From an optimization exercise on the open Yosys and OpenROAD flow, aimed at small area and a short achievable clock period; shortcuts taken in it are not production practice.
Only simulation tests tie the RTL to the original design; equivalence was not proved.
Power is estimated from default activity; no workload was simulated.

08-04:
==> module sprite_hit_detect, before the edit <==
module sprite_hit_detect (
	input  wire       valid,
	input  wire [8:0] ex,
	input  wire [8:0] ey,
	input  wire [8:0] cx,
	input  wire [3:0] ch,
	input  wire [3:0] chm1,  
	input  wire       chnz,  
	input  wire [4:0] cl,
	input  wire       c_hi,  
	output logic      hit,
	output logic      inh  
);
	function automatic logic le5(input logic [4:0] a, input logic [4:0] b);
		logic gt;
		logic eqh;
		gt  = 1'b0;
		eqh = 1'b1;
		for (int k = 4; k >= 0; k--) begin
			gt  = gt | (eqh & a[k] & ~b[k]);
			eqh = eqh & ~(a[k] ^ b[k]);
		end
		le5 = ~gt;
	endfunction
	wire [5:0] w   = {1'b0, ey[4:0]} + 6'd19;
	wire xe = (ex == cx);
	wire e1 = (ey[8:5] == ch);
	wire e0 = (ey[8:5] == chm1) && chnz;
	wire le = le5(ey[4:0], cl);
	wire gc = le5(cl, w[4:0]);
	wire ge = c_hi ? (w[5] || gc) : (w[5] && gc);
	assign inh = e1;
	assign hit = valid && xe && ((e1 && le && (ge || !c_hi)) || (e0 && ge && !c_hi));
endmodule
==> module sprite_table_top, before the edit <==
module sprite_table_top (
	input  wire        clk,
	input  wire        rst_n,
	input  wire        write,
	input  wire [38:0] wr_req,  
	input  wire [17:0] check,  
	output logic [31:0] read_data,
	output logic        success
);
	localparam int N = 31;  
	wire [4:0] idx = wr_req[38:34];
	wire [1:0] fld = wr_req[33:32];
	wire [8:0] cx  = check[17:9];
	wire [8:0] cy  = check[8:0];
	logic [8:0] ex [1:N];
	logic [8:0] ey [1:N];
	logic [8:0] eo [1:N];
	logic [N:1] valid;
	wire [8:0] dx = wr_req[26:18] & {9{rst_n}};
	wire [8:0] dy = wr_req[17:9]  & {9{rst_n}};
	wire [8:0] doff = wr_req[8:0] & {9{rst_n}};
	always_ff @(posedge clk) begin
		for (int i = 1; i <= N; i++) begin
			if (!rst_n || (write && idx == 5'(i) && fld == 2'd2)) ex[i] <= dx;
			if (!rst_n || (write && idx == 5'(i) && fld == 2'd1)) ey[i] <= dy;
			if (!rst_n || (write && idx == 5'(i) && fld == 2'd0)) eo[i] <= doff;
			valid[i] <= rst_n && (valid[i] || (write && idx == 5'(i) && fld != 2'd3));
		end
	end
	always_ff @(posedge clk) begin
		success <= rst_n && write && idx != 5'd0 && fld != 2'd3;
	end
	wire [3:0] ch   = cy[8:5];
	wire [4:0] cl   = cy[4:0];
	wire       c_hi = (cl >= 5'd19);
	wire [3:0] chm1 = ch - 4'd1;
	wire       chnz = |ch;
	logic [N:1]      hit;
	logic [N:1]      inh;
	logic [N*18-1:0] data;
	wire             lk = rst_n && !write;  
	for (genvar i = 1; i <= N; i++) begin : g_ent
		sprite_hit_detect hit_i (
			.valid(valid[i] && lk),
			.ex   (ex[i]),
			.ey   (ey[i]),
			.cx   (cx),
			.ch   (ch),
			.chm1 (chm1),
			.chnz (chnz),
			.cl   (cl),
			.c_hi (c_hi),
			.hit  (hit[i]),
			.inh  (inh[i])
		);
		assign data[(i-1)*18 +: 18] = {ey[i], eo[i]};
	end
	logic        found;
	logic [17:0] word;
	sprite_priority_sel #(
		.N(N),
		.W(18)
	) priority_sel_i (
		.hit  (hit),
		.data (data),
		.found(found),
		.word (word)
	);
	always_ff @(posedge clk) begin
		read_data <= {5'b0, cx & {9{found}}, word[17:1], word[0] || !found};
	end
endmodule
export LEC_CHECK = 0
export ABC_AREA = 1
export CAP_MARGIN = 20
export CORE_MARGIN = 2
export CORE_UTILIZATION = 60
export CTS_BUF_LIST = sky130_fd_sc_hd__clkbuf_8
export CTS_CLUSTER_SIZE = 20
export SETUP_SLACK_MARGIN = 3.5
export SLEW_MARGIN = 20
create_clock -name core_clock -period 7.0 [get_ports {clk}]
run.sh (not shown) runs the stock make flow with config.mk's settings and CLKGATE_MAP_FILE= SYNTH_SCRIPT=/design/flow/synth_recipe.tcl, a recipe that flattens the netlist after the stock synthesis.
08-04: no failed stages, no open violations at the end
Input-level comparison between 02-06 and 08-04:
-- flow/design.v --
<<< 08-04, line 38
	input  wire [8:0] cx,
	input  wire [3:0] ch,
	input  wire [3:0] chm1,  
	input  wire       chnz,  
	input  wire [4:0] cl,
	input  wire       c_hi,  
>>> 02-06, line 38
	input  wire [8:0] cx,
	input  wire [3:0] ch,
	input  wire [4:0] cl,
	input  wire       c_hi,  
<<< 08-04, line 56
		le5 = ~gt;
	endfunction
	wire [5:0] w   = {1'b0, ey[4:0]} + 6'd19;
	wire xe = (ex == cx);
	wire e1 = (ey[8:5] == ch);
	wire e0 = (ey[8:5] == chm1) && chnz;
	wire le = le5(ey[4:0], cl);
	wire gc = le5(cl, w[4:0]);
>>> 02-06, line 54
		le5 = ~gt;
	endfunction
	wire [4:0] yhp = {1'b0, ey[8:5]} + 5'd1;
	wire [5:0] w   = {1'b0, ey[4:0]} + 6'd19;
	wire xe = (ex == cx);
	wire e1 = (ey[8:5] == ch);
	wire e0 = (yhp == {1'b0, ch});
	wire le = le5(ey[4:0], cl);
	wire gc = le5(cl, w[4:0]);
<<< 08-04, line 146
	wire [4:0] cl   = cy[4:0];
	wire       c_hi = (cl >= 5'd19);
	wire [3:0] chm1 = ch - 4'd1;
	wire       chnz = |ch;
	logic [N:1]      hit;
	logic [N:1]      inh;
>>> 02-06, line 145
	wire [4:0] cl   = cy[4:0];
	wire       c_hi = (cl >= 5'd19);
	logic [N:1]      hit;
	logic [N:1]      inh;
<<< 08-04, line 159
			.cx   (cx),
			.ch   (ch),
			.chm1 (chm1),
			.chnz (chnz),
			.cl   (cl),
			.c_hi (c_hi),
>>> 02-06, line 156
			.cx   (cx),
			.ch   (ch),
			.cl   (cl),
			.c_hi (c_hi),
Notes after the runs:
Total power of 02-06 is lower than that of 08-04. 08-04 reports its source of the critical timing path as check[14] while 02-06 reports write. Taking 08-04 as the reference point, the wire length of 02-06 falls by about 0.6%. Taking 08-04 as the reference, in 02-06 via count of the first global-routing pass now sits higher; multi-input gate share of the layout cell area +1.2 points; via count went up about 2.3%; inverter count grew by about 20%.

* * *

The RTL this note starts from:
==> flow/design.v <==
`default_nettype none
package sprite_pkg;
	localparam int COORD_W = 9;  
	localparam int WORD_W  = 32;  
	localparam int INDEX_W = 5;  
	localparam int OFFSET_LSB = 0;
	localparam int Y_LSB      = 9;
	localparam int X_LSB      = 18;
	localparam int ATTR_W     = 3 * COORD_W;  
	localparam logic [WORD_W-1:0] NO_HIT_WORD = 32'h0000_0001;
	typedef enum logic [1:0] {
		FIELD_OFFSET = 2'd0,
		FIELD_Y      = 2'd1,
		FIELD_X      = 2'd2  
	} field_sel_e;
	typedef struct packed {
		logic [COORD_W-1:0] x;  
		logic [COORD_W-1:0] y;  
		logic [COORD_W-1:0] offset;  
	} sprite_attr_t;
	typedef struct packed {
		logic [COORD_W-1:0] x;
		logic [COORD_W-1:0] y;
	} check_t;
	typedef struct packed {
		logic [INDEX_W-1:0] index;  
		field_sel_e         field;
		logic [WORD_W-1:0]  data;  
	} wr_req_t;
endpackage
`default_nettype wire
`timescale 1ns/1ns
`default_nettype none
module sprite_hit_detect (
	input  wire       valid,
	input  wire [8:0] ex,
	input  wire [8:0] ey,
	input  wire [8:0] cx,
	input  wire [3:0] ch,
	input  wire [4:0] cl,
	input  wire       c_hi,  
	output logic      hit,
	output logic      inh  
);
	function automatic logic le5(input logic [4:0] a, input logic [4:0] b);
		logic gt;
		logic eqh;
		gt  = 1'b0;
		eqh = 1'b1;
		for (int k = 4; k >= 0; k--) begin
			gt  = gt | (eqh & a[k] & ~b[k]);
			eqh = eqh & ~(a[k] ^ b[k]);
		end
		le5 = ~gt;
	endfunction
	wire [4:0] yhp = {1'b0, ey[8:5]} + 5'd1;
	wire [5:0] w   = {1'b0, ey[4:0]} + 6'd19;
	wire xe = (ex == cx);
	wire e1 = (ey[8:5] == ch);
	wire e0 = (yhp == {1'b0, ch});
	wire le = le5(ey[4:0], cl);
	wire gc = le5(cl, w[4:0]);
	wire ge = c_hi ? (w[5] || gc) : (w[5] && gc);
	assign inh = e1;
	assign hit = valid && xe && ((e1 && le && (ge || !c_hi)) || (e0 && ge && !c_hi));
endmodule
`default_nettype wire
`timescale 1ns/1ns
`default_nettype none
module sprite_priority_sel #(
	parameter int N = 31,  
	parameter int W = 15
) (
	input  wire [N:1]     hit,
	input  wire [N*W-1:0] data,  
	output logic          found,
	output logic [W-1:0]  word
);
	localparam int G = (N + 1 + 3) / 4;
	logic [G-1:0] gany;
	logic [W-1:0] gword [G];
	always_comb begin
		for (int g = 0; g < G; g++) begin
			logic seen;
			seen     = 1'b0;
			gword[g] = '0;
			for (int k = 0; k < 4; k++) begin
				int i;
				i = 4 * g + k;
				if (i >= 1 && i <= N) begin
					if (hit[i] && !seen)
						gword[g] = gword[g] | data[(i-1)*W +: W];
					seen = seen || hit[i];
				end
			end
			gany[g] = seen;
		end
	end
	always_comb begin
		found = 1'b0;
		word  = '0;
		for (int g = 0; g < G; g++) begin
			if (gany[g] && !found)
				word = word | gword[g];
			found = found || gany[g];
		end
	end
endmodule
`default_nettype wire
`timescale 1ns/1ns
`default_nettype none
module sprite_table_top (
	input  wire        clk,
	input  wire        rst_n,
	input  wire        write,
	input  wire [38:0] wr_req,  
	input  wire [17:0] check,  
	output logic [31:0] read_data,
	output logic        success
);
	localparam int N = 31;  
	wire [4:0] idx = wr_req[38:34];
	wire [1:0] fld = wr_req[33:32];
	wire [8:0] cx  = check[17:9];
	wire [8:0] cy  = check[8:0];
	logic [8:0] ex [1:N];
	logic [8:0] ey [1:N];
	logic [8:0] eo [1:N];
	logic [N:1] valid;
	wire [8:0] dx = wr_req[26:18] & {9{rst_n}};
	wire [8:0] dy = wr_req[17:9]  & {9{rst_n}};
	wire [8:0] doff = wr_req[8:0] & {9{rst_n}};
	always_ff @(posedge clk) begin
		for (int i = 1; i <= N; i++) begin
			if (!rst_n || (write && idx == 5'(i) && fld == 2'd2)) ex[i] <= dx;
			if (!rst_n || (write && idx == 5'(i) && fld == 2'd1)) ey[i] <= dy;
			if (!rst_n || (write && idx == 5'(i) && fld == 2'd0)) eo[i] <= doff;
			valid[i] <= rst_n && (valid[i] || (write && idx == 5'(i) && fld != 2'd3));
		end
	end
	always_ff @(posedge clk) begin
		success <= rst_n && write && idx != 5'd0 && fld != 2'd3;
	end
	wire [3:0] ch   = cy[8:5];
	wire [4:0] cl   = cy[4:0];
	wire       c_hi = (cl >= 5'd19);
	logic [N:1]      hit;
	logic [N:1]      inh;
	logic [N*18-1:0] data;
	wire             lk = rst_n && !write;  
	for (genvar i = 1; i <= N; i++) begin : g_ent
		sprite_hit_detect hit_i (
			.valid(valid[i] && lk),
			.ex   (ex[i]),
			.ey   (ey[i]),
			.cx   (cx),
			.ch   (ch),
			.cl   (cl),
			.c_hi (c_hi),
			.hit  (hit[i]),
			.inh  (inh[i])
		);
		assign data[(i-1)*18 +: 18] = {ey[i], eo[i]};
	end
	logic        found;
	logic [17:0] word;
	sprite_priority_sel #(
		.N(N),
		.W(18)
	) priority_sel_i (
		.hit  (hit),
		.data (data),
		.found(found),
		.word (word)
	);
	always_ff @(posedge clk) begin
		read_data <= {5'b0, cx & {9{found}}, word[17:1], word[0] || !found};
	end
endmodule
`default_nettype wire
make LEC_CHECK=0 ABC_AREA=1 CAP_MARGIN=20 CORE_MARGIN=2 CORE_UTILIZATION=70 CTS_BUF_LIST=sky130_fd_sc_hd__clkbuf_8 CTS_CLUSTER_SIZE=20 SETUP_SLACK_MARGIN=4.0 SLEW_MARGIN=20 finish   # period 7.0 ns
Then changed:
--- a/flow/design.v
+++ b/flow/design.v
@@ -36,8 +36,10 @@
 	input  wire [8:0] ex,
 	input  wire [8:0] ey,
 	input  wire [8:0] cx,
 	input  wire [3:0] ch,
+	input  wire [3:0] chm1,  
+	input  wire       chnz,  
 	input  wire [4:0] cl,
 	input  wire       c_hi,  
 	output logic      hit,
 	output logic      inh  
@@ -52,13 +54,12 @@
 			eqh = eqh & ~(a[k] ^ b[k]);
 		end
 		le5 = ~gt;
 	endfunction
-	wire [4:0] yhp = {1'b0, ey[8:5]} + 5'd1;
 	wire [5:0] w   = {1'b0, ey[4:0]} + 6'd19;
 	wire xe = (ex == cx);
 	wire e1 = (ey[8:5] == ch);
-	wire e0 = (yhp == {1'b0, ch});
+	wire e0 = (ey[8:5] == chm1) && chnz;
 	wire le = le5(ey[4:0], cl);
 	wire gc = le5(cl, w[4:0]);
 	wire ge = c_hi ? (w[5] || gc) : (w[5] && gc);
 	assign inh = e1;
@@ -143,8 +144,10 @@
 	end
 	wire [3:0] ch   = cy[8:5];
 	wire [4:0] cl   = cy[4:0];
 	wire       c_hi = (cl >= 5'd19);
+	wire [3:0] chm1 = ch - 4'd1;
+	wire       chnz = |ch;
 	logic [N:1]      hit;
 	logic [N:1]      inh;
 	logic [N*18-1:0] data;
 	wire             lk = rst_n && !write;  
@@ -154,8 +157,10 @@
 			.ex   (ex[i]),
 			.ey   (ey[i]),
 			.cx   (cx),
 			.ch   (ch),
+			.chm1 (chm1),
+			.chnz (chnz),
 			.cl   (cl),
 			.c_hi (c_hi),
 			.hit  (hit[i]),
 			.inh  (inh[i])
What happened: Worst setup slack improves by 0.067 ns; cell area drops by 3.4%; combinational power drops by about 5%; critical path depth does not change; sequential share of layout area climbs by 1.5 points; core utilization drops by 0.98 points; area after synthesis drops by 2.4%; synthesized cell count drops by 5.8%; clock-buffer cell count climbs by 3; total power drops by 1.4%; cell count drops by 5.8%.

* * *

RTL: the design.v shown in full above, as it stands there.
export LEC_CHECK = 0
export ABC_AREA = 1
export CAP_MARGIN = 20
export CORE_MARGIN = 2
export CORE_UTILIZATION = 70
export CTS_BUF_LIST = sky130_fd_sc_hd__clkbuf_8
export CTS_CLUSTER_SIZE = 20
export SETUP_SLACK_MARGIN = 3.5
export SLEW_MARGIN = 20
create_clock -name core_clock -period 7.0 [get_ports {clk}]
==> next run, changes <==
--- a/flow/design.v
+++ b/flow/design.v
@@ -36,8 +36,10 @@
 	input  wire [8:0] ex,
 	input  wire [8:0] ey,
 	input  wire [8:0] cx,
 	input  wire [3:0] ch,
+	input  wire [3:0] chm1,  
+	input  wire       chnz,  
 	input  wire [4:0] cl,
 	input  wire       c_hi,  
 	output logic      hit,
 	output logic      inh  
@@ -52,13 +54,12 @@
 			eqh = eqh & ~(a[k] ^ b[k]);
 		end
 		le5 = ~gt;
 	endfunction
-	wire [4:0] yhp = {1'b0, ey[8:5]} + 5'd1;
 	wire [5:0] w   = {1'b0, ey[4:0]} + 6'd19;
 	wire xe = (ex == cx);
 	wire e1 = (ey[8:5] == ch);
-	wire e0 = (yhp == {1'b0, ch});
+	wire e0 = (ey[8:5] == chm1) && chnz;
 	wire le = le5(ey[4:0], cl);
 	wire gc = le5(cl, w[4:0]);
 	wire ge = c_hi ? (w[5] || gc) : (w[5] && gc);
 	assign inh = e1;
@@ -143,8 +144,10 @@
 	end
 	wire [3:0] ch   = cy[8:5];
 	wire [4:0] cl   = cy[4:0];
 	wire       c_hi = (cl >= 5'd19);
+	wire [3:0] chm1 = ch - 4'd1;
+	wire       chnz = |ch;
 	logic [N:1]      hit;
 	logic [N:1]      inh;
 	logic [N*18-1:0] data;
 	wire             lk = rst_n && !write;  
@@ -154,8 +157,10 @@
 			.ex   (ex[i]),
 			.ey   (ey[i]),
 			.cx   (cx),
 			.ch   (ch),
+			.chm1 (chm1),
+			.chnz (chnz),
 			.cl   (cl),
 			.c_hi (c_hi),
 			.hit  (hit[i]),
 			.inh  (inh[i])
Sequential cell count does not change.
Worst hold slack stays flat.
Total power came out lower by 0.61%.
Clock-buffer cell count rises by 5.
Maximum frequency goes down by 0.77%.
Final area shrinks by 1.8%.
Sequential share of layout area rose by 0.84 points.
Core utilization rose by 0.37 points.
Die area is lower by 2.4%.
Via count came out lower by 3.6%.
Register-to-register slack gets worse by 0.03 ns.
Synthesized cell count shrinks by 5.8%.
Global-route usage is higher by 2.6 points.
Combinational power stays flat.

port drivers added, routing unchanged:
How much do the figures lean on ideal ports? The routed layouts below were timed once more, with nothing changed but the port constraints. Step 1 (the two cells are an assumption about what drives the block):
set clk [get_ports {clk}]
set_driving_cell -lib_cell sky130_fd_sc_hd__clkbuf_16 $clk
set_driving_cell -lib_cell sky130_fd_sc_hd__buf_2 [delete_from_list [all_inputs] $clk]
Step 2 moves the port delays by t, midway between the first and last clock arrival at a register: inputs arrive t later, outputs are due t later. That takes back most of the time a late clock gives input paths. Three values: no drivers, after step 1, after step 2; two values: the first two.
run	shift t [ns]	setup slack, ns	hold WS [ns]	worst slew at a driven data input, ns
08-04	0.867	3.401 / 3.442 / 2.575	0.457 / 0.457 / 0.457	0.07
02-06	0.876	3.484 / 3.417 / 2.541	0.458 / 0.458 / 0.458	0.28
the first run of note 2	0.891	3.146 / 3.065 / 2.175	0.459 / 0.459 / 0.459	0.31
the second run of note 2	0.888	3.213 / 3.089 / 2.201	0.462 / 0.462 / 0.462	0.27
the first run of note 3	0.885	3.363 / 3.390 / 2.505	0.461 / 0.461 / 0.461	0.25
the second run of note 3	0.875	3.335 / 3.220 / 2.345	0.462 / 0.462 / 0.462	0.29
After both steps setup and hold are still met in every run listed. For the second run of note 2, which loses most, drivers alone change the setup slack by -0.124 ns; drivers and shift together by -1.012 ns.
